This is an optimization exercise on Yosys and OpenROAD, whose aim is small area, not a production implementation.
Only simulation tests tie the RTL to the original design; equivalence was not proved.
Power is estimated from default activity; no workload was simulated.

<file path="flow/config.mk">
export PLATFORM = sky130hd
export DESIGN_NAME = matrix_calc_top
export DESIGN_NICKNAME = matrix_calc_top
export VERILOG_FILES = /design/flow/design.v
export SDC_FILE = /design/flow/constraint.sdc
export NUM_CORES = 4
export LEC_CHECK = 0
export ABC_AREA = 1
export CAP_MARGIN = 20
export CORE_MARGIN = 2
export CORE_UTILIZATION = 40
export CTS_CLUSTER_DIAMETER = 100
export CTS_CLUSTER_SIZE = 24
export SLEW_MARGIN = 20
</file>
<file path="flow/constraint.sdc">
create_clock -name core_clock -period 11.0 [get_ports {clk}]
set_input_delay 2.2000 -clock core_clock [delete_from_list [all_inputs] [get_ports {clk}]]
set_output_delay 2.2000 -clock core_clock [all_outputs]
set_load 0.01 [all_outputs]
</file>
<file path="flow/design.v">
`timescale 1ns/100ps
module matrix_alu (
	input  logic [3:0] x0,
	input  logic [3:0] y0,
	input  logic [3:0] x1,
	input  logic [3:0] y1,
	input  logic [3:0] x2,
	input  logic [3:0] y2,
	input  logic [3:0] x3,
	input  logic [3:0] y3,
	input  logic [3:0] x4,
	input  logic [3:0] y4,
	input  logic [3:0] e,
	output logic [8:0] val
);
	logic p0_w0, p0_w1a, p0_w1b, p0_w2a, p0_w2b, p0_w2c, p0_w3a, p0_w3b, p0_w4, p0_w5, p0_w6, p1_w0, p1_w1a, p1_w1b, p1_w2a, p1_w2b, p1_w2c, p1_w3a, p1_w3b, p1_w4, p1_w5, p1_w6, p2_w0, p2_w1a, p2_w1b, p2_w2a, p2_w2b, p2_w2c, p2_w3a, p2_w3b, p2_w4, p2_w5, p2_w6, p3_w0, p3_w1a, p3_w1b, p3_w2a, p3_w2b, p3_w2c, p3_w3a, p3_w3b, p3_w4, p3_w5, p3_w6, p4_w0, p4_w1a, p4_w1b, p4_w2a, p4_w2b, p4_w2c, p4_w3a, p4_w3b, p4_w4, p4_w5, p4_w6, fs0, fc0, fs1, fc1, hs0, hc0, fs2, fc2, fs3, fc3, fs4, fc4, fs5, fc5, fs6, fc6, fs7, fc7, hs1, hc1, fs8, fc8, fs9, fc9, fs10, fc10, fs11, fc11, fs12, fc12, fs13, fc13, fs14, fc14, fs15, fc15, fs16, fc16, fs17, fc17, fs18, fc18, fs19, fc19, fs20, fc20, fs21, fc21, fs22, fc22, fs23, fc23, fs24, fc24, fs25, fc25, fs26, fc26, fs27, fc27, fs28, fc28, hs2, hc2, fs29, fc29, fs30, fc30, fs31, fc31, fs32, fc32, fs33, fc33, fs34, fc34, fs35, fc35, hs3, hc3, fs36, fc36, fs37, fc37, fs38, fc38, fs39, fc39, fs40, fc40, fs41, fc41, fs42, fc42, fs43, fc43, fs44, fc44, fs45, fc45, fs46, fc46, fs47, fc47, fs48, fc48, hs4, hc4;
	assign p0_w0 = x0[0] & y0[0];
	assign p0_w1a = x0[0] & y0[1];
	assign p0_w1b = x0[1] & y0[0];
	assign p0_w2a = x0[0] & y0[2];
	assign p0_w2b = x0[1] & y0[1];
	assign p0_w2c = x0[2] & y0[0];
	assign p0_w3a = (x0[0] & y0[3]) | (x0[1] & y0[2]);
	assign p0_w3b = (x0[3] & y0[0]) | (x0[2] & y0[1]);
	assign p0_w4 = (x0[1] & y0[3]) | (x0[2] & y0[2]) | (x0[3] & y0[1]);
	assign p0_w5 = (x0[2] & y0[3]) | (x0[3] & y0[2]);
	assign p0_w6 = x0[3] & y0[3];
	assign p1_w0 = x1[0] & y1[0];
	assign p1_w1a = x1[0] & y1[1];
	assign p1_w1b = x1[1] & y1[0];
	assign p1_w2a = x1[0] & y1[2];
	assign p1_w2b = x1[1] & y1[1];
	assign p1_w2c = x1[2] & y1[0];
	assign p1_w3a = (x1[0] & y1[3]) | (x1[1] & y1[2]);
	assign p1_w3b = (x1[3] & y1[0]) | (x1[2] & y1[1]);
	assign p1_w4 = (x1[1] & y1[3]) | (x1[2] & y1[2]) | (x1[3] & y1[1]);
	assign p1_w5 = (x1[2] & y1[3]) | (x1[3] & y1[2]);
	assign p1_w6 = x1[3] & y1[3];
	assign p2_w0 = x2[0] & y2[0];
	assign p2_w1a = x2[0] & y2[1];
	assign p2_w1b = x2[1] & y2[0];
	assign p2_w2a = x2[0] & y2[2];
	assign p2_w2b = x2[1] & y2[1];
	assign p2_w2c = x2[2] & y2[0];
	assign p2_w3a = (x2[0] & y2[3]) | (x2[1] & y2[2]);
	assign p2_w3b = (x2[3] & y2[0]) | (x2[2] & y2[1]);
	assign p2_w4 = (x2[1] & y2[3]) | (x2[2] & y2[2]) | (x2[3] & y2[1]);
	assign p2_w5 = (x2[2] & y2[3]) | (x2[3] & y2[2]);
	assign p2_w6 = x2[3] & y2[3];
	assign p3_w0 = x3[0] & y3[0];
	assign p3_w1a = x3[0] & y3[1];
	assign p3_w1b = x3[1] & y3[0];
	assign p3_w2a = x3[0] & y3[2];
	assign p3_w2b = x3[1] & y3[1];
	assign p3_w2c = x3[2] & y3[0];
	assign p3_w3a = (x3[0] & y3[3]) | (x3[1] & y3[2]);
	assign p3_w3b = (x3[3] & y3[0]) | (x3[2] & y3[1]);
	assign p3_w4 = (x3[1] & y3[3]) | (x3[2] & y3[2]) | (x3[3] & y3[1]);
	assign p3_w5 = (x3[2] & y3[3]) | (x3[3] & y3[2]);
	assign p3_w6 = x3[3] & y3[3];
	assign p4_w0 = x4[0] & y4[0];
	assign p4_w1a = x4[0] & y4[1];
	assign p4_w1b = x4[1] & y4[0];
	assign p4_w2a = x4[0] & y4[2];
	assign p4_w2b = x4[1] & y4[1];
	assign p4_w2c = x4[2] & y4[0];
	assign p4_w3a = (x4[0] & y4[3]) | (x4[1] & y4[2]);
	assign p4_w3b = (x4[3] & y4[0]) | (x4[2] & y4[1]);
	assign p4_w4 = (x4[1] & y4[3]) | (x4[2] & y4[2]) | (x4[3] & y4[1]);
	assign p4_w5 = (x4[2] & y4[3]) | (x4[3] & y4[2]);
	assign p4_w6 = x4[3] & y4[3];
	assign fs0 = e[0] ^ p0_w0 ^ p1_w0;
	assign fc0 = (e[0] & p0_w0) | (e[0] & p1_w0) | (p0_w0 & p1_w0);
	assign fs1 = p2_w0 ^ p3_w0 ^ p4_w0;
	assign fc1 = (p2_w0 & p3_w0) | (p2_w0 & p4_w0) | (p3_w0 & p4_w0);
	assign hs0 = fs0 ^ fs1;
	assign hc0 = fs0 & fs1;
	assign fs2 = e[1] ^ p0_w1a ^ p0_w1b;
	assign fc2 = (e[1] & p0_w1a) | (e[1] & p0_w1b) | (p0_w1a & p0_w1b);
	assign fs3 = p1_w1a ^ p1_w1b ^ p2_w1a;
	assign fc3 = (p1_w1a & p1_w1b) | (p1_w1a & p2_w1a) | (p1_w1b & p2_w1a);
	assign fs4 = p2_w1b ^ p3_w1a ^ p3_w1b;
	assign fc4 = (p2_w1b & p3_w1a) | (p2_w1b & p3_w1b) | (p3_w1a & p3_w1b);
	assign fs5 = p4_w1a ^ p4_w1b ^ fc0;
	assign fc5 = (p4_w1a & p4_w1b) | (p4_w1a & fc0) | (p4_w1b & fc0);
	assign fs6 = fc1 ^ fs2 ^ fs3;
	assign fc6 = (fc1 & fs2) | (fc1 & fs3) | (fs2 & fs3);
	assign fs7 = fs4 ^ hc0 ^ fs5;
	assign fc7 = (fs4 & hc0) | (fs4 & fs5) | (hc0 & fs5);
	assign hs1 = fs6 ^ fs7;
	assign hc1 = fs6 & fs7;
	assign fs8 = e[2] ^ p0_w2a ^ p0_w2b;
	assign fc8 = (e[2] & p0_w2a) | (e[2] & p0_w2b) | (p0_w2a & p0_w2b);
	assign fs9 = p0_w2c ^ p1_w2a ^ p1_w2b;
	assign fc9 = (p0_w2c & p1_w2a) | (p0_w2c & p1_w2b) | (p1_w2a & p1_w2b);
	assign fs10 = p1_w2c ^ p2_w2a ^ p2_w2b;
	assign fc10 = (p1_w2c & p2_w2a) | (p1_w2c & p2_w2b) | (p2_w2a & p2_w2b);
	assign fs11 = p2_w2c ^ p3_w2a ^ p3_w2b;
	assign fc11 = (p2_w2c & p3_w2a) | (p2_w2c & p3_w2b) | (p3_w2a & p3_w2b);
	assign fs12 = p3_w2c ^ p4_w2a ^ p4_w2b;
	assign fc12 = (p3_w2c & p4_w2a) | (p3_w2c & p4_w2b) | (p4_w2a & p4_w2b);
	assign fs13 = p4_w2c ^ fc2 ^ fc3;
	assign fc13 = (p4_w2c & fc2) | (p4_w2c & fc3) | (fc2 & fc3);
	assign fs14 = fc4 ^ fs10 ^ fs11;
	assign fc14 = (fc4 & fs10) | (fc4 & fs11) | (fs10 & fs11);
	assign fs15 = fs12 ^ fs8 ^ fs9;
	assign fc15 = (fs12 & fs8) | (fs12 & fs9) | (fs8 & fs9);
	assign fs16 = fc5 ^ fc6 ^ fs13;
	assign fc16 = (fc5 & fc6) | (fc5 & fs13) | (fc6 & fs13);
	assign fs17 = fs14 ^ fs15 ^ fc7;
	assign fc17 = (fs14 & fs15) | (fs14 & fc7) | (fs15 & fc7);
	assign fs18 = fs16 ^ hc1 ^ fs17;
	assign fc18 = (fs16 & hc1) | (fs16 & fs17) | (hc1 & fs17);
	assign fs19 = e[3] ^ p0_w3a ^ p0_w3b;
	assign fc19 = (e[3] & p0_w3a) | (e[3] & p0_w3b) | (p0_w3a & p0_w3b);
	assign fs20 = p1_w3a ^ p1_w3b ^ p2_w3a;
	assign fc20 = (p1_w3a & p1_w3b) | (p1_w3a & p2_w3a) | (p1_w3b & p2_w3a);
	assign fs21 = p2_w3b ^ p3_w3a ^ p3_w3b;
	assign fc21 = (p2_w3b & p3_w3a) | (p2_w3b & p3_w3b) | (p3_w3a & p3_w3b);
	assign fs22 = p4_w3a ^ p4_w3b ^ fc10;
	assign fc22 = (p4_w3a & p4_w3b) | (p4_w3a & fc10) | (p4_w3b & fc10);
	assign fs23 = fc11 ^ fc12 ^ fc8;
	assign fc23 = (fc11 & fc12) | (fc11 & fc8) | (fc12 & fc8);
	assign fs24 = fc9 ^ fs19 ^ fs20;
	assign fc24 = (fc9 & fs19) | (fc9 & fs20) | (fs19 & fs20);
	assign fs25 = fs21 ^ fc13 ^ fc14;
	assign fc25 = (fs21 & fc13) | (fs21 & fc14) | (fc13 & fc14);
	assign fs26 = fc15 ^ fs22 ^ fs23;
	assign fc26 = (fc15 & fs22) | (fc15 & fs23) | (fs22 & fs23);
	assign fs27 = fs24 ^ fc16 ^ fs25;
	assign fc27 = (fs24 & fc16) | (fs24 & fs25) | (fc16 & fs25);
	assign fs28 = fs26 ^ fc17 ^ fs27;
	assign fc28 = (fs26 & fc17) | (fs26 & fs27) | (fc17 & fs27);
	assign hs2 = fc18 ^ fs28;
	assign hc2 = fc18 & fs28;
	assign fs29 = p0_w4 ^ p1_w4 ^ p2_w4;
	assign fc29 = (p0_w4 & p1_w4) | (p0_w4 & p2_w4) | (p1_w4 & p2_w4);
	assign fs30 = p3_w4 ^ p4_w4 ^ fc19;
	assign fc30 = (p3_w4 & p4_w4) | (p3_w4 & fc19) | (p4_w4 & fc19);
	assign fs31 = fc20 ^ fc21 ^ fs29;
	assign fc31 = (fc20 & fc21) | (fc20 & fs29) | (fc21 & fs29);
	assign fs32 = fc22 ^ fc23 ^ fc24;
	assign fc32 = (fc22 & fc23) | (fc22 & fc24) | (fc23 & fc24);
	assign fs33 = fs30 ^ fs31 ^ fc25;
	assign fc33 = (fs30 & fs31) | (fs30 & fc25) | (fs31 & fc25);
	assign fs34 = fc26 ^ fs32 ^ fc27;
	assign fc34 = (fc26 & fs32) | (fc26 & fc27) | (fs32 & fc27);
	assign fs35 = fs33 ^ fc28 ^ fs34;
	assign fc35 = (fs33 & fc28) | (fs33 & fs34) | (fc28 & fs34);
	assign hs3 = hc2 ^ fs35;
	assign hc3 = hc2 & fs35;
	assign fs36 = p0_w5 ^ p1_w5 ^ p2_w5;
	assign fc36 = (p0_w5 & p1_w5) | (p0_w5 & p2_w5) | (p1_w5 & p2_w5);
	assign fs37 = p3_w5 ^ p4_w5 ^ fc29;
	assign fc37 = (p3_w5 & p4_w5) | (p3_w5 & fc29) | (p4_w5 & fc29);
	assign fs38 = fs36 ^ fc30 ^ fc31;
	assign fc38 = (fs36 & fc30) | (fs36 & fc31) | (fc30 & fc31);
	assign fs39 = fs37 ^ fc32 ^ fs38;
	assign fc39 = (fs37 & fc32) | (fs37 & fs38) | (fc32 & fs38);
	assign fs40 = fc33 ^ fs39 ^ fc34;
	assign fc40 = (fc33 & fs39) | (fc33 & fc34) | (fs39 & fc34);
	assign fs41 = fc35 ^ fs40 ^ hc3;
	assign fc41 = (fc35 & fs40) | (fc35 & hc3) | (fs40 & hc3);
	assign fs42 = p0_w6 ^ p1_w6 ^ p2_w6;
	assign fc42 = (p0_w6 & p1_w6) | (p0_w6 & p2_w6) | (p1_w6 & p2_w6);
	assign fs43 = p3_w6 ^ p4_w6 ^ fc36;
	assign fc43 = (p3_w6 & p4_w6) | (p3_w6 & fc36) | (p4_w6 & fc36);
	assign fs44 = fs42 ^ fc37 ^ fs43;
	assign fc44 = (fs42 & fc37) | (fs42 & fs43) | (fc37 & fs43);
	assign fs45 = fc38 ^ fs44 ^ fc39;
	assign fc45 = (fc38 & fs44) | (fc38 & fc39) | (fs44 & fc39);
	assign fs46 = fs45 ^ fc40 ^ fc41;
	assign fc46 = (fs45 & fc40) | (fs45 & fc41) | (fc40 & fc41);
	assign fs47 = fc42 ^ fc43 ^ fc44;
	assign fc47 = (fc42 & fc43) | (fc42 & fc44) | (fc43 & fc44);
	assign fs48 = fs47 ^ fc45 ^ fc46;
	assign fc48 = (fs47 & fc45) | (fs47 & fc46) | (fc45 & fc46);
	assign hs4 = fc47 ^ fc48;
	assign hc4 = fc47 & fc48;
	assign val = {hs4, fs48, fs46, fs41, hs3, hs2, fs18, hs1, hs0};
endmodule
`timescale 1ns/100ps
module matrix_calc_top (
	input  logic       clk,
	input  logic       rst_n,
	input  logic       rx_valid,
	input  logic [7:0] rx_data,
	input  logic [7:0] command,
	input  logic [7:0] scalar_in,
	input  logic       confirm,
	input  logic       tx_busy,
	output logic       tx_start,
	output logic [7:0] tx_data,
	output logic       busy,
	output logic       error,
	output logic       timer_active
);
	localparam logic [1:0] GET_M = 2'd0, GET_N = 2'd1, GET_ELEM = 2'd2;
	logic [1:0]  ld_state;
	logic [2:0]  m_q, n_q;
	logic [2:0]  lr, lc;          
	logic [2:0]  lr_inc, lc_inc;
	logic        slot;            
	logic        wr_en;
	logic        load_error;
	logic [99:0] stage;           
	logic        dim_ok, elem_ok, lc_last, lr_last, elem_in;
	assign dim_ok  = (rx_data != 8'd0) && (rx_data <= 8'd5);
	assign elem_ok = rx_data <= 8'd9;
	assign lr_inc  = lr + 3'd1;
	assign lc_inc  = lc + 3'd1;
	assign lc_last = (lc_inc == n_q);
	assign lr_last = (lr_inc == m_q);
	assign elem_in = rx_valid && elem_ok && ld_state == GET_ELEM;
	always_ff @(posedge clk or negedge rst_n) begin
		if (!rst_n) begin
			ld_state   <= GET_M;
			slot       <= 1'b0;
			wr_en      <= 1'b0;
			load_error <= 1'b0;
		end else begin
			wr_en      <= 1'b0;
			load_error <= 1'b0;
			if (wr_en)
				slot <= ~slot;
			if (rx_valid) begin
				case (ld_state)
					GET_M: begin
						if (dim_ok)
							ld_state <= GET_N;
						else
							load_error <= 1'b1;
					end
					GET_N: begin
						load_error <= !dim_ok;
						ld_state <= dim_ok ? GET_ELEM : GET_M;
					end
					default: begin
						if (!elem_ok) begin
							load_error <= 1'b1;
							ld_state <= GET_M;
						end else if (lr_last && lc_last) begin
							wr_en <= 1'b1;
							ld_state <= GET_M;
						end
					end
				endcase
			end
		end
	end
	always_ff @(posedge clk) begin
		if (rx_valid && ld_state == GET_M)
			m_q <= rx_data[2:0];
		if (rx_valid && ld_state == GET_N) begin
			n_q <= rx_data[2:0];
			lr <= '0;
			lc <= '0;
		end else if (elem_in) begin
			if (lc_last) begin
				lc <= '0;
				lr <= lr_inc;
			end else begin
				lc <= lc_inc;
			end
		end
		for (int i = 0; i < 5; i++)
			for (int j = 0; j < 5; j++)
				if (elem_in && lr == i && lc == j)
					stage[4*(5*i+j) +: 4] <= rx_data[3:0];
	end
	logic [99:0] a_d, b_d;        
	logic [2:0]  a_m, a_n, b_m, b_n;
	logic        a_valid, b_valid;
	always_ff @(posedge clk or negedge rst_n) begin
		if (!rst_n) begin
			a_valid <= 1'b0;
			b_valid <= 1'b0;
		end else if (wr_en) begin
			if (slot) b_valid <= 1'b1;
			else      a_valid <= 1'b1;
		end
	end
	always_ff @(posedge clk) begin
		if (wr_en && !slot) begin
			a_m <= m_q;
			a_n <= n_q;
			a_d  <= stage;
		end
		if (wr_en && slot) begin
			b_m <= m_q;
			b_n <= n_q;
			b_d  <= stage;
		end
	end
	localparam logic [3:0]
		S_IDLE   = 4'd0,
		S_ERR    = 4'd1,
		S_CHKOK  = 4'd2,    
		S_CHKBAD = 4'd3,    
		S_START  = 4'd4,    
		S_RUN    = 4'd5,    
		S_DONE   = 4'd6,    
		S_FAIL   = 4'd7,    
		S_SSTART = 4'd8,    
		S_SEND   = 4'd9,    
		S_SDONE  = 4'd10;   
	localparam logic [1:0] OP_T = 2'd0, OP_S = 2'd1, OP_A = 2'd2, OP_M = 2'd3;
	logic [3:0] state, next_state;
	logic [1:0] op;
	logic [3:0] scalar;
	logic       load_err_q;
	logic [2:0] r, c, k, r_inc, c_inc, k_inc;
	logic       gap;
	logic       fit, k_last, c_last, r_last, t_end, bad_in;
	logic [2:0] rm, rn;
	always_comb begin
		case (op)
			OP_T, OP_S: fit = a_valid;
			OP_A:       fit = a_valid && b_valid && a_m == b_m && a_n == b_n;
			default:    fit = a_valid && b_valid && a_n == b_m;
		endcase
	end
	assign rm     = (op == OP_T) ? a_n : a_m;
	assign rn     = (op == OP_T) ? a_m : (op == OP_M) ? b_n : a_n;
	assign r_inc  = r + 3'd1;
	assign c_inc  = c + 3'd1;
	assign k_inc  = k + 3'd1;
	assign k_last = (op != OP_M) || (k_inc == a_n);
	assign c_last = (c_inc == rn);
	assign r_last = (r_inc == rm);
	assign t_end  = (c == 3'd6) && (k == 3'd0);
	assign bad_in = command[2] || (command[1:0] == OP_S && scalar_in > 8'd9);
	assign tx_start = (state == S_SEND) && !gap && !tx_busy;
	always_comb begin
		next_state = state;
		case (state)
			S_IDLE: begin
				if (load_error || load_err_q)
					next_state = S_ERR;
				else if (confirm)
					next_state = bad_in ? S_CHKBAD : S_CHKOK;
			end
			S_CHKOK:  next_state = S_START;
			S_CHKBAD: next_state = S_ERR;
			S_START:  next_state = fit ? S_RUN : S_FAIL;
			S_RUN:    if (k_last && c_last && r_last) next_state = S_DONE;
			S_DONE:   next_state = S_SSTART;
			S_FAIL:   next_state = S_ERR;
			S_SSTART: next_state = S_SEND;
			S_SEND:   if (tx_start && k[1:0] == 2'd3 && c_last && r_last) next_state = S_SDONE;
			S_SDONE:  next_state = S_IDLE;
			S_ERR:    if (t_end) next_state = S_IDLE;
			default:  next_state = S_IDLE;
		endcase
	end
	always_ff @(posedge clk)
		gap <= tx_start;
	always_ff @(posedge clk) begin
		if (state == S_IDLE && confirm) begin
			op     <= command[1:0];
			scalar <= scalar_in[3:0];
		end
	end
	always_ff @(posedge clk or negedge rst_n) begin
		if (!rst_n) begin
			state      <= S_IDLE;
			load_err_q <= 1'b0;
			r          <= '0;
			c          <= '0;
			k          <= '0;
		end else begin
			state <= next_state;
			if (state == S_IDLE)
				load_err_q <= 1'b0;
			else if (load_error && state != S_ERR)
				load_err_q <= 1'b1;
			case (state)
				S_RUN: begin
					if (!k_last) begin
						k <= k_inc;
					end else begin
						k <= '0;
						if (c_last) begin
							c <= '0;
							r <= r_last ? 3'd0 : r_inc;
						end else begin
							c <= c_inc;
						end
					end
				end
				S_SEND: begin
					if (tx_start) begin
						k <= (k[1:0] == 2'd3) ? 3'd2 : k_inc;
						if (k[1:0] == 2'd3) begin
							if (c_last) begin
								c <= '0;
								r <= r_inc;
							end else begin
								c <= c_inc;
							end
						end
					end
				end
				S_SDONE: begin
					r <= '0;
					c <= '0;
					k <= '0;
				end
				S_ERR: begin
					if (t_end) begin
						c <= '0;
						k <= '0;
					end else begin
						k <= k_inc;
						if (k == 3'd7)
							c <= c_inc;
					end
				end
				default: ;
			endcase
		end
	end
	assign busy         = (state != S_IDLE) && (state != S_ERR);
	assign error        = (state == S_ERR) && !t_end;
	assign timer_active = error;
	logic [2:0]  ri, ji;
	logic [19:0] arow;
	logic [3:0]  ar [5];
	logic [3:0]  bc [5];
	logic [3:0]  aj, bj, ys;
	logic [3:0]  x [5];
	logic [3:0]  y [5];
	logic [3:0]  e;
	logic        mult;
	logic [8:0]  val, val_q;
	assign mult = (op == OP_M);
	assign ri   = (op == OP_T) ? c : r;
	assign ji   = (op == OP_T) ? r : c;
	assign ys   = (op == OP_S) ? scalar : 4'd1;
	always_comb begin
		case (ri)
			3'd0:    arow = a_d[19:0];
			3'd1:    arow = a_d[39:20];
			3'd2:    arow = a_d[59:40];
			3'd3:    arow = a_d[79:60];
			default: arow = a_d[99:80];
		endcase
		for (int q = 0; q < 5; q++) begin
			ar[q] = arow[4*q +: 4];
			case (c)
				3'd0:    bc[q] = b_d[20*q +: 4];
				3'd1:    bc[q] = b_d[20*q+4 +: 4];
				3'd2:    bc[q] = b_d[20*q+8 +: 4];
				3'd3:    bc[q] = b_d[20*q+12 +: 4];
				default: bc[q] = b_d[20*q+16 +: 4];
			endcase
		end
		case (ji)
			3'd0:    aj = ar[0];
			3'd1:    aj = ar[1];
			3'd2:    aj = ar[2];
			3'd3:    aj = ar[3];
			default: aj = ar[4];
		endcase
		case (r)
			3'd0:    bj = bc[0];
			3'd1:    bj = bc[1];
			3'd2:    bj = bc[2];
			3'd3:    bj = bc[3];
			default: bj = bc[4];
		endcase
		x[0] = mult ? ar[0] : aj;
		y[0] = mult ? bc[0] : ys;
		for (int q = 1; q < 5; q++) begin
			x[q] = (mult && q < a_n) ? ar[q] : 4'd0;
			y[q] = bc[q];
		end
		e = (op == OP_A) ? bj : 4'd0;
	end
	matrix_alu u_dot (.x0(x[0]), .y0(y[0]), .x1(x[1]), .y1(y[1]), .x2(x[2]), .y2(y[2]),
		.x3(x[3]), .y3(y[3]), .x4(x[4]), .y4(y[4]), .e, .val);
	always_ff @(posedge clk)
		val_q <= val;
	always_comb begin
		if (!k[1])
			tx_data = {5'd0, k[0] ? rn : rm};
		else if (!k[0])
			tx_data = {7'd0, val_q[8]};
		else
			tx_data = val_q[7:0];
	end
endmodule
</file>
<file path="flow/flow/run.sh">
#!/bin/bash
# The standard layout with two changes to synthesis, made in a copy of ORFS's
# scripts: the logic is mapped with an area-oriented ABC script
# (flow/abc_area.script) in place of ORFS's, and Yosys's generic "abc -fast"
# inside "synth -run fine:" is skipped, so that extract_fa sees the adder
# network as written. Registers come out exactly as in the standard synthesis.
# Ports are buffered with the smallest buffer; clock tree synthesis uses
# larger sink clusters and no dummy loads. Every other step is standard.
set -euo pipefail
here=$(pwd)
rm -rf "$here/scripts"
cp -r "$FLOW_HOME/scripts" "$here/scripts"
cp "$here/flow/abc_area.script" "$here/scripts/abc_area.script"
sed -i 's/synth -top \$::env(DESIGN_NAME) -run fine:/synth -noabc -top $::env(DESIGN_NAME) -run fine:/' \
	"$here/scripts/synth.tcl"
grep -n "synth -noabc" "$here/scripts/synth.tcl" > "$here/synth_patch.log" 2>&1 || true
bash standard.sh SCRIPTS_DIR="$here/scripts" \
	CTS_ARGS="-sink_clustering_enable -repair_clock_nets -dont_use_dummy_load -sink_clustering_size 20 -sink_clustering_max_diameter 80 -buf_list sky130_fd_sc_hd__clkbuf_8" \
	BUFFER_PORTS_ARGS="-buffer_cell sky130_fd_sc_hd__buf_1" finish > "$here/orfs_make.log" 2>&1
</file>
<file path="flow/flow/abc_area.script">
strash
dc2
&get -n
&dch -f
&nf -R 1000
&put
strash
&get -n
&dch -f
&nf -R 1000
&put
topo
</file>
<file path="flow/standard.sh">
#!/bin/bash
# synth_recipe.tcl (not shown) runs the flow's synth.tcl, then flattens the netlist and writes it again
# the make line also repeats each setting of config.mk as NAME=value (left out here)
make -C /OpenROAD-flow-scripts/flow DESIGN_CONFIG=/design/flow/config.mk WORK_HOME=/design/flow/orfs CLKGATE_MAP_FILE= SYNTH_SCRIPT=/design/flow/synth_recipe.tcl "${@:-finish}"
</file>
==> results.toml, run 1 <==
[outcome]
outcome = "timing/DRC/antenna clean"

[timing]
finalSetupViolations = 0
hold_viol_final = 0
min_period_over_period = 0.730
worst_hold_slack_ns = 0.421
max-slew-margin-rel = 0.379
timing.clock.skew_ns = 0.127
drv_slew = 0
max_slew.worst_pin.slew_ns = 0.932
finalSetupTns_ns = 0
grt_setup_unrepaired = "no"
final_period_minus_worst_setup_slack_ns = 8.03
maximum_clock_frequency_mhz = 125

[detailed_routing]
route.vias.total = 8760
met2_wirelength_um = 17400
drt-initial-drc-count = 993
via_per_inst = 5.53
drcViolationCount = 0
highest-signal-layer = "met4"
route.met3.wl_um = 2220
finalWirelength_um = 37100
detailedRoute.firstPassIterationCount = 7
drt-met1-wl_um = 16400
route.antenna.remaining_nets = 0
routed_wire_length_per_instance_um = 23.4

[worst_setup_path]
crit_path_cell_trace = "nor2_1 -> buf_4 -> mux2_1 -> buf_4 -> nor3_4 -> buf_4 -> a22oi_1 -> nand3_1 -> nand3_1 -> nor2_1 -> fa_1 -> fa_1 -> fa_1 -> fa_1 -> fa_1 -> fa_1 -> ha_1 -> fa_1 -> fa_1 -> fa_1 -> xor2_1"
cp_data_arrival_time_ns = 8.51
critical_path.most_common_cell = "sky130_fd_sc_hd__fa_1"
endpoint_of_the_lowest_slack_register_to_register_path = "val_q[8]"
cp_max_fo = 22
worst_path_max_delay_cell = "sky130_fd_sc_hd__nor3_4"
critical_path.endpoint_type = "flop"
origin_of_the_critical_flop_to_flop_path = "op[1]"
regToRegSetupSlack_ns = 2.97
critical_path_required_ns = 11.48
critPathLaunchType = "flop"
crit_path_max_incr_delay_ns = 0.72
worst-setup-path-type = "flop to flop"
r2r_cells = 21

[synthesis]
synth_edf_count = 324
synth-seq-cells = 361
post-synth-top-area-fraction = 0.646
synthesis.instances = 995
yosys_most_used_dff = "sky130_fd_sc_hd__edfxtp_1"
synth_sequential_area_ratio = 0.702
synthesis.yosys.warnings = 9
summed_instance_area_of_the_synthesized_netlist_um2 = 15100
synthDominantAreaCellType = "sky130_fd_sc_hd__edfxtp_1"
net_count_synth = 1100
ys_async_sr_fraction = 0.0582
syn_area_per_cell_um2 = 15.1
ys_top_cells_by_area = "sky130_fd_sc_hd__edfxtp_1, sky130_fd_sc_hd__fa_1, sky130_fd_sc_hd__dfrtp_1"
ys_types = 46

[layout]
num_antenna_cells = 0
final_layout_size_suffix_gt1_frac = 0.0485
final_core_density = 0.437
areaGrowthSynthToFinish_pct = 8.55
final_cell_area_um2 = 16400
finalNetCount = 1180

[global_route]
grt_use_total = 0.191
wire_length_of_the_first_global_routing_pass_um = 54500
globalRouteOverflowTotal = 0
grt_pass1_vias = 8582
grt_antenna_before_repair = 0
grt_start_max_net_pins = 65

[power_and_ir_drop]
ir_drop_mv = 0.108
power.density_nw_per_um2 = 227
leakage_nw = 5.48

[clock_tree]
clock_tree.root_cell = "sky130_fd_sc_hd__clkbuf_8"
insertion_delay_ns = 0.65
clock_tree.buffer_depth = 3
tritoncts = "done"
cts_post_setup_buffers_inserted = 0
number_of_sinks_handled_by_clock_tree_synthesis = 361
cts_made_buffers = 24
clock_pin_slew_worst_setup_and_hold_paths_ns = 0.12
max_h_tree_level = 1
cts_hold_repair.buffers = 0
postCtsResizedCells = 0

[flow_run]
maxCapViolations = 0

[place]
place.detailed.hpwl_um = 26100
post_dp_cell_area_um2 = 16000
portBuffers = 35
gp_routability_congestion = 0.907

[worst_hold_path]
hold_path.class = "flop to flop"
worstHoldEndpoint = "b_d[37]"
hold_path_startpoint = "stage[37]"
whs_path_depth = 0

[die]
initial_utilization = 0.403
die_y_um = 198
die-area_um2 = 39200
die-width_um = 198
placeableCoreArea_um2 = 37400
num_io_pins = 41
rows = 71
per-stage QoR:
stage | cells | power [mW] | worst slack, ns
floorplan | 995 | 2.60 | 2.66
global placement | 1560 | 3.14 | 3.02
detailed placement | 1560 | 3.16 | 2.98
CTS | 1584 | 3.75 | 2.95
global route | 1584 | 3.97 | 2.64
finish | 1584 | 3.72 | 2.97
registers in the layout, summed over array words and instances (netlist names), 2 cells and up:
register	flops
state	4
b_d	100
scalar	4
b_n	3
lc	3
lr	3
c	3
stage	100
a_d	100
ld_state	2
m_q	3
n_q	3
a_m	3
r	3
b_m	3
op	2
k	3
val_q	9
a_n	3
area by class of cell:
type / instances / area, um2
sequential: 361 / 10600
inverter: 20 / 75.1
timing repair buffer: 55 / 282
clock buffer: 24 / 330
fill: 3367 / 21000
multi-input combinational: 613 / 4450
tap: 511 / 639
cells in the mapped netlist, drive strengths merged (12+ instances only):
| cell type | count |
|---|---|
| xnor2 | 19 |
| a22oi | 36 |
| nor2 | 107 |
| edfxtp | 324 |
| a222oi | 23 |
| ha | 27 |
| dfxtp | 16 |
| dfrtp | 21 |
| and3 | 13 |
| clkinv | 20 |
| nand2b | 15 |
| nor3 | 12 |
| o21ai | 34 |
| nand3 | 22 |
| a21oi | 43 |
| fa | 49 |
| o22ai | 24 |
| nand2 | 90 |
where the power goes:
| part | internal (mW) | switching [mW] | leakage [nW] |
|---|---|---|---|
| registers | 1.53 | 0.0572 | 3.32 |
| logic | 0.545 | 0.997 | 1.99 |
| clock network | 0.196 | 0.392 | 0.173 |
| total | 2.27 | 1.45 | 5.48 |
kinds of logic (layout without fill, tap and decap cells):
logic type | Yosys count | in the layout | share of synthesized area
AO/OA/AOI/OAI | 199 | 199 | 0.0902
XOR/XNOR | 28 | 28 | 0.0163
adder cells (fa/ha/maj) | 76 | 76 | 0.0875
buffers and inverters | 21 | 99 | 0.00548
flip-flops | 361 | 361 | 0.702
multiplexers | 13 | 13 | 0.00972
AND/OR/NAND/NOR | 297 | 297 | 0.0887
how the worst max path moves through the flow:
stage / startpoint / to / slack [ns] / cells after the start
final: op[1] / val_q[8] / 2.97 / 21
after CTS: op[1] / val_q[8] / 2.95 / 21
after floorplan: op[1] / val_q[8] / 2.66 / 18
after global routing: op[1] / val_q[8] / 2.64 / 20
after detailed placement: op[1] / val_q[8] / 2.98 / 21
after global placement: op[1] / val_q[8] / 3.02 / 21
worst max-delay path: cells and delay by family, from the launching register on:
family | cells | cell delay [ns]
flip-flops | 1 | 0.50
XOR/XNOR | 1 | 0.26
AND/OR/NAND/NOR | 5 | 1.53
buffers and inverters | 3 | 0.77
AO/OA/AOI/OAI | 1 | 0.14
adder cells (fa/ha/maj) | 10 | 4.37
multiplexers | 1 | 0.35
cell usage in the layout (no fill, tap or decap), types with 4 or more instances in the layout:
cell                       count
sky130_fd_sc_hd__edfxtp_1    324
sky130_fd_sc_hd__nor2_1      107
sky130_fd_sc_hd__nand2_1      90
sky130_fd_sc_hd__fa_1         49
sky130_fd_sc_hd__a21oi_1      43
sky130_fd_sc_hd__a22oi_1      36
sky130_fd_sc_hd__buf_1        35
sky130_fd_sc_hd__o21ai_0      34
sky130_fd_sc_hd__ha_1         27
sky130_fd_sc_hd__o22ai_1      24
sky130_fd_sc_hd__clkbuf_8     24
sky130_fd_sc_hd__a222oi_1     23
sky130_fd_sc_hd__nand3_1      22
sky130_fd_sc_hd__dfrtp_1      21
sky130_fd_sc_hd__clkinv_1     20
sky130_fd_sc_hd__buf_4        20
sky130_fd_sc_hd__xnor2_1      19
sky130_fd_sc_hd__dfxtp_1      16
sky130_fd_sc_hd__nand2b_1     15
sky130_fd_sc_hd__and3_1       13
sky130_fd_sc_hd__nor3_1       11
sky130_fd_sc_hd__mux2i_1       9
sky130_fd_sc_hd__xor2_1        9
sky130_fd_sc_hd__or2_0         8
sky130_fd_sc_hd__o22a_1        6
sky130_fd_sc_hd__nand3b_1      6
sky130_fd_sc_hd__nor2b_1       5
sky130_fd_sc_hd__a22o_1        5
sky130_fd_sc_hd__a211oi_1      5
sky130_fd_sc_hd__a221o_1       4
sky130_fd_sc_hd__a31oi_1       4
sky130_fd_sc_hd__nor4_1        4
layer usage:
metal  track usage  vias to the layer above
met5             0                        -
met4        0.0615                        0
met2         0.305                      324
li1              -                     3940
met1         0.269                     4431
met3        0.0315                       65
==> run 2, diff against run 1 <==
--- a/flow/flow/run.sh
+++ b/flow/flow/run.sh
@@ -15,5 +15,5 @@
 	"$here/scripts/synth.tcl"
 grep -n "synth -noabc" "$here/scripts/synth.tcl" > "$here/synth_patch.log" 2>&1 || true
 bash standard.sh SCRIPTS_DIR="$here/scripts" \
-	CTS_ARGS="-sink_clustering_enable -repair_clock_nets -dont_use_dummy_load -sink_clustering_size 20 -sink_clustering_max_diameter 80 -buf_list sky130_fd_sc_hd__clkbuf_8" \
+	CTS_ARGS="-sink_clustering_enable -repair_clock_nets -dont_use_dummy_load -sink_clustering_size 24 -sink_clustering_max_diameter 100" \
 	BUFFER_PORTS_ARGS="-buffer_cell sky130_fd_sc_hd__buf_1" finish > "$here/orfs_make.log" 2>&1
==> results.toml, run 2 <==
[clock_tree]
clock_pin_slew_worst_setup_and_hold_paths_ns = 0.10
cts_made_buffers = 21
postCtsResizedCells = 0
clock_tree.buffer_depth = 3
number_of_sinks_handled_by_clock_tree_synthesis = 361
tritoncts = "done"
clock_tree.root_cell = "sky130_fd_sc_hd__clkbuf_16"
insertion_delay_ns = 0.55
max_h_tree_level = 1
cts_hold_repair.buffers = 0
cts_post_setup_buffers_inserted = 0

[timing]
final_period_minus_worst_setup_slack_ns = 8.04
maximum_clock_frequency_mhz = 124
max-slew-margin-rel = 0.382
grt_setup_unrepaired = "no"
finalSetupTns_ns = 0
hold_viol_final = 0
drv_slew = 0
min_period_over_period = 0.731
max_slew.worst_pin.slew_ns = 0.926
timing.clock.skew_ns = 0.0754
finalWorstSetupSlack_ns = 2.96
finalSetupViolations = 0
worst_hold_slack_ns = 0.421

[power_and_ir_drop]
leakage_nw = 5.57
ir_drop_mv = 0.104
power.density_nw_per_um2 = 234

[outcome]
outcome = "timing/DRC/antenna clean"

[worst_setup_path]
cp_max_fo = 22
critical_path.endpoint_type = "flop"
worst-setup-path-type = "flop to flop"
critPathLaunchType = "flop"
cp_data_arrival_time_ns = 8.48
critical_path_required_ns = 11.44

[place]
place.detailed.hpwl_um = 26100
portBuffers = 35
placement.setup.worst_slack_ns = 2.98
gp_routability_congestion = 0.907

[synthesis]
synthTopCellsByCount = "sky130_fd_sc_hd__edfxtp_1, sky130_fd_sc_hd__nor2_1, sky130_fd_sc_hd__nand2_1"
ys_top_cells_by_area = "sky130_fd_sc_hd__edfxtp_1, sky130_fd_sc_hd__fa_1, sky130_fd_sc_hd__dfrtp_1"
synthDominantAreaCellType = "sky130_fd_sc_hd__edfxtp_1"
post-synth-top-area-fraction = 0.646
syn_area_per_cell_um2 = 15.1
synth-seq-cells = 361
summed_instance_area_of_the_synthesized_netlist_um2 = 15100
post-synth-top-count-cell = "sky130_fd_sc_hd__edfxtp_1"
net_count_synth = 1100
synth_sequential_area_ratio = 0.702
synthesis.yosys.warnings = 9
synth_edf_count = 324
yosys_most_used_dff = "sky130_fd_sc_hd__edfxtp_1"
synthesis.instances = 995
ys_async_sr_fraction = 0.0582
ys_types = 46

[detailed_routing]
drt-initial-drc-count = 1000
finalWirelength_um = 37100
detailedRoute.firstPassIterationCount = 7
route.antenna.remaining_nets = 0
drcViolationCount = 0
via_per_inst = 5.52
routed_wire_length_per_instance_um = 23.5
route.vias.total = 8734

[layout]
final_layout_size_suffix_gt1_frac = 0.0458
final_core_density = 0.442
areaGrowthSynthToFinish_pct = 9.84
layout_common_cells = "sky130_fd_sc_hd__edfxtp_1, sky130_fd_sc_hd__nor2_1, sky130_fd_sc_hd__nand2_1"
finalNetCount = 1177
mostFrequentLayoutCell = "sky130_fd_sc_hd__edfxtp_1"
num_antenna_cells = 0
layout_filler_cell_count = 3354
largest_registers = "a_d: 100 flops, b_d: 100 flops, stage: 100 flops"

[global_route]
grt_pass1_vias = 8587
grt_start_max_net_pins = 65
globalRouteOverflowTotal = 0
grt_use_total = 0.191
wire_length_of_the_first_global_routing_pass_um = 54400
grt_antenna_before_repair = 0

[die]
die-width_um = 198
placeableCoreArea_um2 = 37400
initial_utilization = 0.403
rows = 71
die-area_um2 = 39200
num_io_pins = 41
die_y_um = 198

[worst_hold_path]
hold_path.class = "flop to flop"

[flow_run]
maxCapViolations = 0
==> run 2: cell counts after synthesis <==
No cell type changed its count.
==> run 2: layout make-up <==
class | instances | area, um2 | area share
repair buffers | 55 | 282 | 0.0170
multi-input cells | 613 | 4450 | 0.269
inverters | 20 | 75.1 | 0.00454
clock buffers | 21 | 526 | 0.0318
well taps | 511 | 639 | 0.0386
flip-flops and latches | 361 | 10600 | 0.639
==> run 2: logic make-up after synthesis <==
kind of cell / after synthesis / share of synthesized area
multiplexers: 13 / 0.00972
XOR/XNOR: 28 / 0.0163
flip-flops: 361 / 0.702
adder cells (fa/ha/maj): 76 / 0.0875
buffers and inverters: 21 / 0.00548
AO/OA/AOI/OAI: 199 / 0.0902
AND/OR/NAND/NOR: 297 / 0.0887
==> run 2: worst paths after layout <==
| check | cells after the start | slack, ns | startpoint | end |
|---|---|---|---|---|
| min | 0 | 0.42 | stage[72] | a_d[72] |
| max in group asynchronous | 2 | 9.15 | rst_n | load_error |
| min in group asynchronous | 2 | 1.61 | rst_n | state[0] |
| max | 21 | 2.96 | op[1] | val_q[8] |
| max reg2reg | 21 | 2.96 | op[1] | val_q[8] |
| min reg2reg | 0 | 0.42 | stage[72] | a_d[72] |
==> run 2: per-stage QoR <==
stage | instance area, um2 | cells | power, mW
2_1_floorplan | 15100 | 995 | 2.60
3_3_place_gp | 16000 | 1560 | 3.14
3_5_place_dp | 16000 | 1560 | 3.16
4_1_cts | 16500 | 1581 | 3.91
5_1_grt | 16500 | 1581 | 4.13
6_report | 16500 | 1581 | 3.88
==> run 2: routing by layer <==
metal / GRT usage / vias to the layer above / share of wire / routed length (um)
met2: 0.305 / 331 / 0.46 / 17200
met5: 0 / - / 0 / 0
met4: 0.0610 / 0 / 0.036 / 1330
met3: 0.0295 / 73 / 0.060 / 2240
met1: 0.269 / 4385 / 0.44 / 16400
li1: - / 3945 / - / -
==> run 2: worst max-delay path: stages, from the launching register on <==
cell                       delay (ns)
sky130_fd_sc_hd__edfxtp_1        0.50
sky130_fd_sc_hd__nor2_1          0.14
sky130_fd_sc_hd__buf_4           0.25
sky130_fd_sc_hd__mux2_1          0.35
sky130_fd_sc_hd__buf_4           0.24
sky130_fd_sc_hd__nor3_4          0.72
sky130_fd_sc_hd__buf_4           0.29
sky130_fd_sc_hd__a22oi_1         0.13
sky130_fd_sc_hd__nand3_1         0.25
sky130_fd_sc_hd__nand3_1         0.21
sky130_fd_sc_hd__nor2_1          0.21
sky130_fd_sc_hd__fa_1            0.48
sky130_fd_sc_hd__fa_1            0.48
sky130_fd_sc_hd__fa_1            0.50
sky130_fd_sc_hd__fa_1            0.45
sky130_fd_sc_hd__fa_1            0.50
sky130_fd_sc_hd__fa_1            0.49
sky130_fd_sc_hd__ha_1            0.23
sky130_fd_sc_hd__fa_1            0.41
sky130_fd_sc_hd__fa_1            0.42
sky130_fd_sc_hd__fa_1            0.41
sky130_fd_sc_hd__xor2_1          0.26
==> run 2: power breakdown <==
| group | leakage, nW | total, mW | internal [mW] | switching [mW] |
|---|---|---|---|---|
| combinational | 1.99 | 1.54 | 0.544 | 0.998 |
| clock | 0.259 | 0.744 | 0.340 | 0.404 |
| sequential | 3.32 | 1.59 | 1.53 | 0.0576 |
==> run 3, diff against run 2 <==
--- a/flow/design.v
+++ b/flow/design.v
@@ -427,7 +427,7 @@
 	logic [19:0] arow;
 	logic [3:0]  ar [5];
 	logic [3:0]  bc [5];
-	logic [3:0]  aj, bj, ys;
+	logic [3:0]  aj, ys;
 	logic [3:0]  x [5];
 	logic [3:0]  y [5];
 	logic [3:0]  e;
@@ -462,20 +462,13 @@
 			3'd3:    aj = ar[3];
 			default: aj = ar[4];
 		endcase
-		case (r)
-			3'd0:    bj = bc[0];
-			3'd1:    bj = bc[1];
-			3'd2:    bj = bc[2];
-			3'd3:    bj = bc[3];
-			default: bj = bc[4];
-		endcase
 		x[0] = mult ? ar[0] : aj;
 		y[0] = mult ? bc[0] : ys;
 		for (int q = 1; q < 5; q++) begin
-			x[q] = (mult && q < a_n) ? ar[q] : 4'd0;
+			x[q] = (mult && q < a_n) ? ar[q] : {3'd0, op == OP_A && r == q};
 			y[q] = bc[q];
 		end
-		e = (op == OP_A) ? bj : 4'd0;
+		e = (op == OP_A && r == 3'd0) ? bc[0] : 4'd0;
 	end
 	matrix_alu u_dot (.x0(x[0]), .y0(y[0]), .x1(x[1]), .y1(y[1]), .x2(x[2]), .y2(y[2]),
 		.x3(x[3]), .y3(y[3]), .x4(x[4]), .y4(y[4]), .e, .val);
--- a/flow/flow/run.sh
+++ b/flow/flow/run.sh
@@ -15,5 +15,5 @@
 	"$here/scripts/synth.tcl"
 grep -n "synth -noabc" "$here/scripts/synth.tcl" > "$here/synth_patch.log" 2>&1 || true
 bash standard.sh SCRIPTS_DIR="$here/scripts" \
-	CTS_ARGS="-sink_clustering_enable -repair_clock_nets -dont_use_dummy_load -sink_clustering_size 24 -sink_clustering_max_diameter 100" \
+	CTS_ARGS="-sink_clustering_enable -repair_clock_nets -dont_use_dummy_load -sink_clustering_size 16 -sink_clustering_max_diameter 70 -buf_list sky130_fd_sc_hd__clkbuf_8" \
 	BUFFER_PORTS_ARGS="-buffer_cell sky130_fd_sc_hd__buf_1" finish > "$here/orfs_make.log" 2>&1
==> results.toml, run 3 <==
[outcome]
outcome = "timing/DRC/antenna clean"

[detailed_routing]
via_per_inst = 5.69
detailedRoute.firstPassIterationCount = 6
drcViolationCount = 0
route.antenna.remaining_nets = 0
routed_wire_length_per_instance_um = 24.2
route.vias.total = 8643
drt-initial-drc-count = 881
finalWirelength_um = 36800

[synthesis]
synthesis.instances = 969
yosys.area_share.xor_xnor = 0.0170
synthDominantAreaCellType = "sky130_fd_sc_hd__edfxtp_1"
post-synth-top-count-cell = "sky130_fd_sc_hd__edfxtp_1"
post-synth-top-area-fraction = 0.651
synth_compound_gate_area_share = 0.0924
syn_area_per_cell_um2 = 15.4
ys_top_cells_by_area = "sky130_fd_sc_hd__edfxtp_1, sky130_fd_sc_hd__fa_1, sky130_fd_sc_hd__dfrtp_1"
ys_types = 47
synth_edf_count = 324
synthTopCellsByCount = "sky130_fd_sc_hd__edfxtp_1, sky130_fd_sc_hd__nor2_1, sky130_fd_sc_hd__nand2_1"
ys_async_sr_fraction = 0.0582
synth-seq-cells = 361
synth_top_family_by_area = "compound AO/OA/AOI/OAI gates"
synth_mux_area_frac = 0.00955
yosys_most_used_dff = "sky130_fd_sc_hd__edfxtp_1"
synth_simple_gate_area_share = 0.0794
synthesis.yosys.warnings = 9
synth_sequential_area_ratio = 0.708
summed_instance_area_of_the_synthesized_netlist_um2 = 14900
synth_fa_ha_area_frac = 0.0883
net_count_synth = 1074

[global_route]
globalRouteOverflowTotal = 0
grt_start_max_net_pins = 75
grt_use_total = 0.192
wire_length_of_the_first_global_routing_pass_um = 54300
grt_pass1_vias = 8624
grt_antenna_before_repair = 1

[clock_tree]
clock_tree.root_cell = "sky130_fd_sc_hd__clkbuf_8"
cts_hold_repair.buffers = 0
cts_post_setup_buffers_inserted = 0
cts_made_buffers = 28
number_of_sinks_handled_by_clock_tree_synthesis = 361
postCtsResizedCells = 0
max_h_tree_level = 1
insertion_delay_ns = 0.63
clock_tree.buffer_depth = 3
tritoncts = "done"
clock_pin_slew_worst_setup_and_hold_paths_ns = 0.10

[layout]
largest_registers = "a_d: 100 flops, b_d: 100 flops, stage: 100 flops"
finalNetCount = 1157
areaGrowthSynthToFinish_pct = 8.52
final_cell_count_no_fill = 1518
mostFrequentLayoutCell = "sky130_fd_sc_hd__edfxtp_1"
num_antenna_cells = 0
layout_filler_cell_count = 3304
layout_common_cells = "sky130_fd_sc_hd__edfxtp_1, sky130_fd_sc_hd__nor2_1, sky130_fd_sc_hd__nand2_1"
final_layout_size_suffix_gt1_frac = 0.0533

[worst_setup_path]
critical_path.endpoint_type = "flop"
regToRegSetupSlack_ns = 2.84
r2r_cells = 23
endpoint_of_the_lowest_slack_register_to_register_path = "val_q[8]"
critPathLaunchType = "flop"
cp_data_arrival_time_ns = 8.58
critical_path_required_ns = 11.43
origin_of_the_critical_flop_to_flop_path = "op[1]"
worst-setup-path-type = "flop to flop"
worstSetupStartpoint = "op[1]"
cp_max_fo = 22

[die]
initial_utilization = 0.407
die-width_um = 197
die_y_um = 197
die-area_um2 = 38900
rows = 70
num_io_pins = 41
placeableCoreArea_um2 = 36700

[worst_hold_path]
whs_path_depth = 0
hold_path.class = "flop to flop"
hold_path_startpoint = "stage[68]"
worstHoldEndpoint = "a_d[68]"

[power_and_ir_drop]
leakage_nw = 5.52
power.density_nw_per_um2 = 232
ir_drop_mv = 0.107

[timing]
finalSetupViolations = 0
hold_viol_final = 0
finalSetupTns_ns = 0
maximum_clock_frequency_mhz = 123
drv_slew = 0
max_slew.worst_pin.slew_ns = 1.04
max-slew-margin-rel = 0.305
min_period_over_period = 0.742
final_period_minus_worst_setup_slack_ns = 8.16
timing.clock.skew_ns = 0.0986
grt_setup_unrepaired = "no"

[place]
place.detailed.hpwl_um = 25500
portBuffers = 35
gp_routability_congestion = 0.917
dp_cells = 1490

[flow_run]
maxCapViolations = 0
## run 3: worst max-delay path: stages, from the launching register on
cell                       delay (ns)
sky130_fd_sc_hd__edfxtp_1        0.47
sky130_fd_sc_hd__nor2_1          0.14
sky130_fd_sc_hd__buf_4           0.26
sky130_fd_sc_hd__mux2_1          0.17
sky130_fd_sc_hd__buf_4           0.27
sky130_fd_sc_hd__nor3_2          0.08
sky130_fd_sc_hd__buf_4           0.25
sky130_fd_sc_hd__a222oi_1        0.63
sky130_fd_sc_hd__and3_1          0.34
sky130_fd_sc_hd__o22ai_1         0.09
sky130_fd_sc_hd__or3_1           0.31
sky130_fd_sc_hd__a21oi_1         0.39
sky130_fd_sc_hd__nor2_1          0.13
sky130_fd_sc_hd__fa_1            0.41
sky130_fd_sc_hd__fa_1            0.45
sky130_fd_sc_hd__fa_1            0.49
sky130_fd_sc_hd__fa_1            0.46
sky130_fd_sc_hd__fa_1            0.52
sky130_fd_sc_hd__fa_1            0.50
sky130_fd_sc_hd__ha_1            0.23
sky130_fd_sc_hd__fa_1            0.41
sky130_fd_sc_hd__fa_1            0.43
sky130_fd_sc_hd__fa_1            0.42
sky130_fd_sc_hd__xor2_1          0.15
## run 3: power by group
| part | internal (mW) | switching [mW] | leakage, nW |
|---|---|---|---|
| combinational | 0.545 | 0.995 | 2.00 |
| sequential | 1.53 | 0.0581 | 3.32 |
| clock | 0.227 | 0.396 | 0.201 |
| total | 2.31 | 1.45 | 5.52 |
## run 3: logic make-up (layout without fill, tap and decap cells)
logic type               Yosys count  count (layout)
AO/OA/AOI/OAI                    199             199
XOR/XNOR                          29              29
adder cells (fa/ha/maj)           76              76
buffers and inverters             22             103
flip-flops                       361             361
multiplexers                      14              14
AND/OR/NAND/NOR                  268             268
## run 3: worst max path at each step
| stage | endpoint | slack, ns |
|---|---|---|
| final | val_q[8] | 2.84 |
| after global routing | val_q[8] | 2.46 |
| after CTS | val_q[8] | 2.87 |
| after detailed placement | val_q[8] | 2.94 |
| after global placement | val_q[8] | 3.06 |
| after floorplan | val_q[8] | 2.64 |
## run 3: cell type report
class / instances / area [um2] / area share
flip-flops and latches: 361 / 10600 / 0.652
inverters: 21 / 78.8 / 0.00486
clock buffers: 28 / 385 / 0.0238
multi-input cells: 586 / 4320 / 0.266
repair buffers: 54 / 274 / 0.0169
well taps: 468 / 586 / 0.0361
## run 3: metrics by stage
stage / total power, mW / instance area [um2] / util / hold slack, ns / setup WS (ns)
final: 3.76 / 16200 / 0.442 / 0.398 / 2.84
after global routing: 4.00 / 16200 / 0.442 / 0.407 / 2.46
after CTS: 3.79 / 16200 / 0.442 / 0.396 / 2.87
after detailed placement: 3.18 / 15800 / 0.431 / 0.426 / 2.94
after global placement: 3.14 / 15800 / 0.431 / 0.423 / 3.06
after floorplan: 2.60 / 14900 / - / 0.421 / 2.64
## run 3: layer usage
| metal | share of wire | up-vias | routed length, um | global-route usage |
|---|---|---|---|---|
| met5 | 0.00024 | - | 9 | 0 |
| met4 | 0.028 | 2 | 1020 | 0.0493 |
| met3 | 0.081 | 57 | 2990 | 0.0396 |
| met2 | 0.47 | 360 | 17200 | 0.309 |
| met1 | 0.42 | 4360 | 15600 | 0.267 |
| li1 | - | 3864 | - | - |
==> run 4, diff against run 3 <==
--- a/flow/config.mk
+++ b/flow/config.mk
@@ -9,6 +9,5 @@
 export CAP_MARGIN = 20
 export CORE_MARGIN = 2
 export CORE_UTILIZATION = 40
-export CTS_CLUSTER_DIAMETER = 100
-export CTS_CLUSTER_SIZE = 24
+export GPL_TIMING_DRIVEN = 0
 export SLEW_MARGIN = 20
==> results.toml, run 4 <==
[outcome]
outcome = "timing/DRC/antenna clean"

[global_route]
wire_length_of_the_first_global_routing_pass_um = 54800
grt_start_max_net_pins = 43
grt_use_total = 0.193
grt_pass1_vias = 8610
globalRouteOverflowTotal = 0
grt_antenna_before_repair = 0

[layout]
final_core_density = 0.446
largest_registers = "a_d: 100 flops, b_d: 100 flops, stage: 100 flops"
final_layout_size_suffix_gt1_frac = 0.0582
finalNetCount = 1155
final_cell_area_um2 = 16400
num_antenna_cells = 0
areaGrowthSynthToFinish_pct = 9.60
mostFrequentLayoutCell = "sky130_fd_sc_hd__edfxtp_1"
layout_common_cells = "sky130_fd_sc_hd__edfxtp_1, sky130_fd_sc_hd__nor2_1, sky130_fd_sc_hd__nand2_1"

[die]
placeableCoreArea_um2 = 36700
rows = 70
die-width_um = 197
die-area_um2 = 38900
die_y_um = 197
initial_utilization = 0.407
num_io_pins = 41

[place]
portBuffers = 35
post_dp_cell_area_um2 = 16000
placement.setup.worst_slack_ns = 1.74
place.detailed.hpwl_um = 26500
gp_routability_congestion = 0.913

[flow_run]
maxCapViolations = 0

[clock_tree]
postCtsResizedCells = 0
cts_made_buffers = 28
cts_post_setup_buffers_inserted = 0
clock_tree.buffer_depth = 3
number_of_sinks_handled_by_clock_tree_synthesis = 361
max_h_tree_level = 1
clock_pin_slew_worst_setup_and_hold_paths_ns = 0.09
cts_hold_repair.buffers = 0
insertion_delay_ns = 0.64
tritoncts = "done"
clock_tree.root_cell = "sky130_fd_sc_hd__clkbuf_8"

[power_and_ir_drop]
switching_share = 0.387
totalPowerFinal_mw = 3.77
p_int_mw = 2.31
power.sequential.fraction = 0.423
leakage_nw = 5.58
pwr-share-comb = 0.412
pwr-share-clk = 0.165
switchingPower_mw = 1.46
power.density_nw_per_um2 = 230
ir_drop_mv = 0.0939

[worst_setup_path]
critPathTopFamily = "adder cells"
crit_path_max_incr_delay_ns = 0.83
cp_data_arrival_time_ns = 9.76
critical_path.endpoint_type = "flop"
worst-setup-path-type = "flop to flop"
critical_path_required_ns = 11.46
worst_path_max_delay_cell = "sky130_fd_sc_hd__mux2_1"
critical_path.most_common_cell = "sky130_fd_sc_hd__fa_1"
critPathLaunchType = "flop"
regToRegSetupSlack_ns = 1.70
cp_max_fo = 22
critical_path.n_buffers_inverters = 2
endpoint_of_the_lowest_slack_register_to_register_path = "val_q[8]"
crit_path_cell_trace = "nor2_2 -> mux2_1 -> nor3_2 -> buf_6 -> buf_4 -> a222oi_1 -> and3_1 -> o22ai_1 -> or3_1 -> a21oi_1 -> nor2_1 -> fa_1 -> fa_1 -> fa_1 -> fa_1 -> fa_1 -> fa_1 -> ha_1 -> fa_1 -> fa_1 -> fa_1 -> xor2_1"
origin_of_the_critical_flop_to_flop_path = "op[1]"
r2r_cells = 22

[detailed_routing]
routed_wire_length_per_instance_um = 24.5
detailedRoute.firstPassIterationCount = 6
drcViolationCount = 0
route.antenna.remaining_nets = 0
route.vias.total = 8561
finalWirelength_um = 37100
via_per_inst = 5.65
drt-initial-drc-count = 879

[timing]
min_period_over_period = 0.845
timing.clock.skew_ns = 0.114
max-slew-margin-rel = 0.239
drv_slew = 0
finalSetupViolations = 0
grt_setup_unrepaired = "no"
max_slew.worst_pin.slew_ns = 1.14
final_period_minus_worst_setup_slack_ns = 9.30
maximum_clock_frequency_mhz = 108
hold_viol_final = 0
finalWorstSetupSlack_ns = 1.70

[synthesis]
synthDominantAreaCellType = "sky130_fd_sc_hd__edfxtp_1"
net_count_synth = 1074
ys_types = 47
synth-seq-cells = 361
ys_top_cells_by_area = "sky130_fd_sc_hd__edfxtp_1, sky130_fd_sc_hd__fa_1, sky130_fd_sc_hd__dfrtp_1"
synth_edf_count = 324
synth_sequential_area_ratio = 0.708
syn_area_per_cell_um2 = 15.4
post-synth-top-count-cell = "sky130_fd_sc_hd__edfxtp_1"
synthesis.yosys.warnings = 9
ys_async_sr_fraction = 0.0582
synthesis.instances = 969
post-synth-top-area-fraction = 0.651
summed_instance_area_of_the_synthesized_netlist_um2 = 14900
yosys_most_used_dff = "sky130_fd_sc_hd__edfxtp_1"
synthTopCellsByCount = "sky130_fd_sc_hd__edfxtp_1, sky130_fd_sc_hd__nor2_1, sky130_fd_sc_hd__nand2_1"

[worst_hold_path]
hold_path.class = "flop to flop"
hold_path_startpoint = "stage[71]"
worstHoldEndpoint = "a_d[71]"
whs_path_depth = 0
==> run 4: metal layers <==
layer / up-vias / track usage / routed length, um
met4: 0 / 0.0382 / 684
met1: 4353 / 0.277 / 16700
met5: - / 0 / 0
met3: 42 / 0.0282 / 2290
li1: 3867 / - / -
met2: 299 / 0.314 / 17500
==> run 4: cells by family (layout without fill, tap and decap cells) <==
group                      count (synthesis)  after routing  share of synthesized area
buffers and inverters                     22            101                    0.00578
AOI/OAI and AO/OA                        199            199                     0.0924
xor gates and xnor gates                  29             29                     0.0170
muxes                                     14             14                    0.00955
and+or+nand+nor                          268            268                     0.0794
DFF                                      361            361                      0.708
adders and majority gates                 76             76                     0.0883
==> run 4: how the worst max path moves through the flow <==
stage,start,to,slack (ns),cells past startpoint
5_1_grt,op[1],val_q[8],1.51,22
3_3_place_gp,op[1],val_q[8],-0.27,18
6_report,op[1],val_q[8],1.70,22
3_5_place_dp,op[1],val_q[8],1.74,22
2_1_floorplan,op[1],val_q[8],2.64,19
4_1_cts,op[1],val_q[8],1.73,22
==> run 4: layout make-up <==
type / count / area [um2]
fillers: 3213 / 20300
plain buffers: 1 / 7.51
inverters: 21 / 78.8
repair buffers: 51 / 403
flip-flops and latches: 361 / 10600
well taps: 468 / 586
clock buffers: 28 / 385
multi-input cells: 586 / 4340
==> run 4: per-stage QoR <==
step	TNS [ns]	cells	hold slack, ns
final	0	1516	0.418
after global routing	0	1516	0.423
after CTS	0	1516	0.417
after detailed placement	0	1488	0.425
after global placement	-0.304	1472	0.423
after floorplan	0	969	0.421
==> run 4: power by group through the flow <==
stage | logic [mW] | clock network [mW] | registers [mW]
global placement | 1.50 | 0 | 1.62
global route | 1.71 | 0.684 | 1.60
CTS | 1.56 | 0.639 | 1.59
finish | 1.55 | 0.623 | 1.59
detailed placement | 1.55 | 0 | 1.63
floorplan | 0.992 | 0 | 1.60
==> run 4: worst register-to-register path, cell delays in order (launching register included) <==
cell and delay, ns:
sky130_fd_sc_hd__edfxtp_1 0.48, sky130_fd_sc_hd__nor2_2 0.70, sky130_fd_sc_hd__mux2_1 0.84, sky130_fd_sc_hd__nor3_2 0.27
sky130_fd_sc_hd__buf_6 0.23, sky130_fd_sc_hd__buf_4 0.19, sky130_fd_sc_hd__a222oi_1 0.60, sky130_fd_sc_hd__and3_1 0.37
sky130_fd_sc_hd__o22ai_1 0.10, sky130_fd_sc_hd__or3_1 0.30, sky130_fd_sc_hd__a21oi_1 0.42, sky130_fd_sc_hd__nor2_1 0.13
sky130_fd_sc_hd__fa_1 0.42, sky130_fd_sc_hd__fa_1 0.45, sky130_fd_sc_hd__fa_1 0.48, sky130_fd_sc_hd__fa_1 0.45
sky130_fd_sc_hd__fa_1 0.51, sky130_fd_sc_hd__fa_1 0.49, sky130_fd_sc_hd__ha_1 0.24, sky130_fd_sc_hd__fa_1 0.42
sky130_fd_sc_hd__fa_1 0.42, sky130_fd_sc_hd__fa_1 0.41, sky130_fd_sc_hd__xor2_1 0.29
==> run 5, diff against run 4 <==
--- a/flow/config.mk
+++ b/flow/config.mk
@@ -6,8 +6,8 @@
 export NUM_CORES = 4
 export LEC_CHECK = 0
 export ABC_AREA = 1
-export CAP_MARGIN = 20
+export CAP_MARGIN = 5
 export CORE_MARGIN = 2
 export CORE_UTILIZATION = 40
 export GPL_TIMING_DRIVEN = 0
-export SLEW_MARGIN = 20
+export SLEW_MARGIN = 5
==> results.toml, run 5 <==
[timing]
min_period_over_period = 0.836
finalSetupTns_ns = 0
finalSetupViolations = 0
grt_setup_unrepaired = "no"
hold_viol_final = 0
timing.clock.skew_ns = 0.118
max-slew-margin-rel = 0.219
maximum_clock_frequency_mhz = 109
max_slew.worst_pin.slew_ns = 1.17
final_period_minus_worst_setup_slack_ns = 9.19
drv_slew = 0

[clock_tree]
insertion_delay_ns = 0.65
cts_made_buffers = 28
clock_tree.root_cell = "sky130_fd_sc_hd__clkbuf_8"
clock_tree.buffer_depth = 3
cts_hold_repair.buffers = 0
number_of_sinks_handled_by_clock_tree_synthesis = 361
cts_post_setup_buffers_inserted = 0
max_h_tree_level = 1
tritoncts = "done"
postCtsResizedCells = 0
clock_pin_slew_worst_setup_and_hold_paths_ns = 0.10

[worst_hold_path]
hold_path.class = "flop to flop"

[die]
num_io_pins = 41
rows = 70
placeableCoreArea_um2 = 36700
die-area_um2 = 38900
die-width_um = 197
die_y_um = 197
initial_utilization = 0.407

[global_route]
grt_start_max_net_pins = 59
wire_length_of_the_first_global_routing_pass_um = 54300
grt_use_total = 0.192
globalRouteOverflowTotal = 0
grt_antenna_before_repair = 2
grt_pass1_vias = 8520

[power_and_ir_drop]
leakage_nw = 5.56
power.density_nw_per_um2 = 232
totalPowerFinal_mw = 3.79
ir_drop_mv = 0.0937

[detailed_routing]
via_per_inst = 5.71
route.antenna.remaining_nets = 0
drt-initial-drc-count = 911
finalWirelength_um = 37200
met2_wirelength_um = 17200
route.vias.total = 8649
detailedRoute.firstPassIterationCount = 5
highest-signal-layer = "met5"
drcViolationCount = 0
route.met3.wl_um = 2900
drt-met1-wl_um = 16000
routed_wire_length_per_instance_um = 24.5

[layout]
layout_filler_cell_count = 3269
mostFrequentLayoutCell = "sky130_fd_sc_hd__edfxtp_1"
final_layout_size_suffix_gt1_frac = 0.0582
largest_registers = "a_d: 100 flops, b_d: 100 flops, stage: 100 flops"
final_cell_area_um2 = 16300
final_core_density = 0.445
areaGrowthSynthToFinish_pct = 9.40
layout_common_cells = "sky130_fd_sc_hd__edfxtp_1, sky130_fd_sc_hd__nor2_1, sky130_fd_sc_hd__nand2_1"
num_antenna_cells = 0
finalNetCount = 1155

[synthesis]
synth_edf_count = 324
yosys_most_used_dff = "sky130_fd_sc_hd__edfxtp_1"
syn_area_per_cell_um2 = 15.4
ys_top_cells_by_area = "sky130_fd_sc_hd__edfxtp_1, sky130_fd_sc_hd__fa_1, sky130_fd_sc_hd__dfrtp_1"
synth_sequential_area_ratio = 0.708
post-synth-top-area-fraction = 0.651
ys_types = 47
synthTopCellsByCount = "sky130_fd_sc_hd__edfxtp_1, sky130_fd_sc_hd__nor2_1, sky130_fd_sc_hd__nand2_1"
post-synth-top-count-cell = "sky130_fd_sc_hd__edfxtp_1"
synthesis.yosys.warnings = 9
summed_instance_area_of_the_synthesized_netlist_um2 = 14900
ys_async_sr_fraction = 0.0582
synthDominantAreaCellType = "sky130_fd_sc_hd__edfxtp_1"
synthesis.instances = 969
synth-seq-cells = 361
net_count_synth = 1074

[worst_setup_path]
critPathTopFamily = "adder cells"
cp_max_fo = 22
worst_path_max_delay_cell = "sky130_fd_sc_hd__mux2_1"
critical_path_required_ns = 11.46
regToRegSetupSlack_ns = 1.81
cp_data_arrival_time_ns = 9.65
crit_path_cell_trace = "nor2_2 -> mux2_1 -> nor3_2 -> buf_6 -> buf_6 -> a222oi_1 -> and3_1 -> o22ai_1 -> or3_1 -> a21oi_1 -> nor2_1 -> fa_1 -> fa_1 -> fa_1 -> fa_1 -> fa_1 -> fa_1 -> ha_1 -> fa_1 -> fa_1 -> fa_1 -> xor2_1"
worst-setup-path-type = "flop to flop"
crit_path_max_incr_delay_ns = 0.82
critPathLaunchType = "flop"
critical_path.endpoint_type = "flop"
critical_path.n_buffers_inverters = 2
critical_path.most_common_cell = "sky130_fd_sc_hd__fa_1"

[place]
portBuffers = 35
place.detailed.hpwl_um = 26600
post_dp_cell_area_um2 = 16000
gp_routability_congestion = 0.913

[flow_run]
maxCapViolations = 0

[outcome]
outcome = "timing/DRC/antenna clean"
## run 5: cell counts after synthesis
Identical to the previous run, type by type.
## run 5: worst paths after layout
check	start	cells past startpoint	end
max	op[1]	22	val_q[8]
min	stage[71]	0	b_d[71]
max reg2reg	op[1]	22	val_q[8]
min reg2reg	stage[71]	0	b_d[71]
max in group asynchronous	rst_n	1	slot
min in group asynchronous	rst_n	1	state[1]
## run 5: cells by family (layout without fill, tap and decap cells)
logic type / count (synthesis) / count (layout) / share of synthesized area
AND/OR/NAND/NOR: 268 / 268 / 0.0794
buffers and inverters: 22 / 101 / 0.00578
XOR/XNOR: 29 / 29 / 0.0170
multiplexers: 14 / 14 / 0.00955
adder cells (fa/ha/maj): 76 / 76 / 0.0883
flip-flops: 361 / 361 / 0.708
AO/OA/AOI/OAI: 199 / 199 / 0.0924
## run 5: metrics by stage
stage / setup WS [ns] / instances / hold WS, ns
2_1_floorplan: 2.64 / 969 / 0.421
3_3_place_gp: -0.274 / 1472 / 0.423
3_5_place_dp: 1.51 / 1488 / 0.427
4_1_cts: 1.46 / 1516 / 0.428
5_1_grt: 1.48 / 1516 / 0.444
6_report: 1.81 / 1516 / 0.431
## run 5: cell type report
class,instances,area (um2),area share
buffer,1,7.51,0.000459
clock buffer,28,385,0.0236
inverter,21,78.8,0.00482
multi-input combinational,586,4320,0.264
sequential,361,10600,0.647
tap,468,586,0.0358
timing repair buffer,51,393,0.0240
## run 5: where the power goes
group | switching [mW] | leakage, nW | total [mW] | internal (mW)
combinational | 1.01 | 2.05 | 1.58 | 0.568
sequential | 0.0585 | 3.32 | 1.59 | 1.53
clock | 0.399 | 0.201 | 0.625 | 0.226
total | 1.46 | 5.56 | 3.79 | 2.33
## run 5: per-layer routing
| layer | GRT usage | up-vias |
|---|---|---|
| li1 | - | 3861 |
| met1 | 0.274 | 4390 |
| met2 | 0.304 | 345 |
| met3 | 0.0365 | 51 |
| met4 | 0.0510 | 2 |
| met5 | 0 | - |
## run 5: worst register-to-register path: cells and delay by family, from the launching register on
family,cells,cell delay [ns]
mux,1,0.82
simple gates,5,1.79
xor+xnor,1,0.30
compound gates,3,1.04
buf+inv,2,0.38
flops,1,0.49
fa+ha+maj,10,4.26
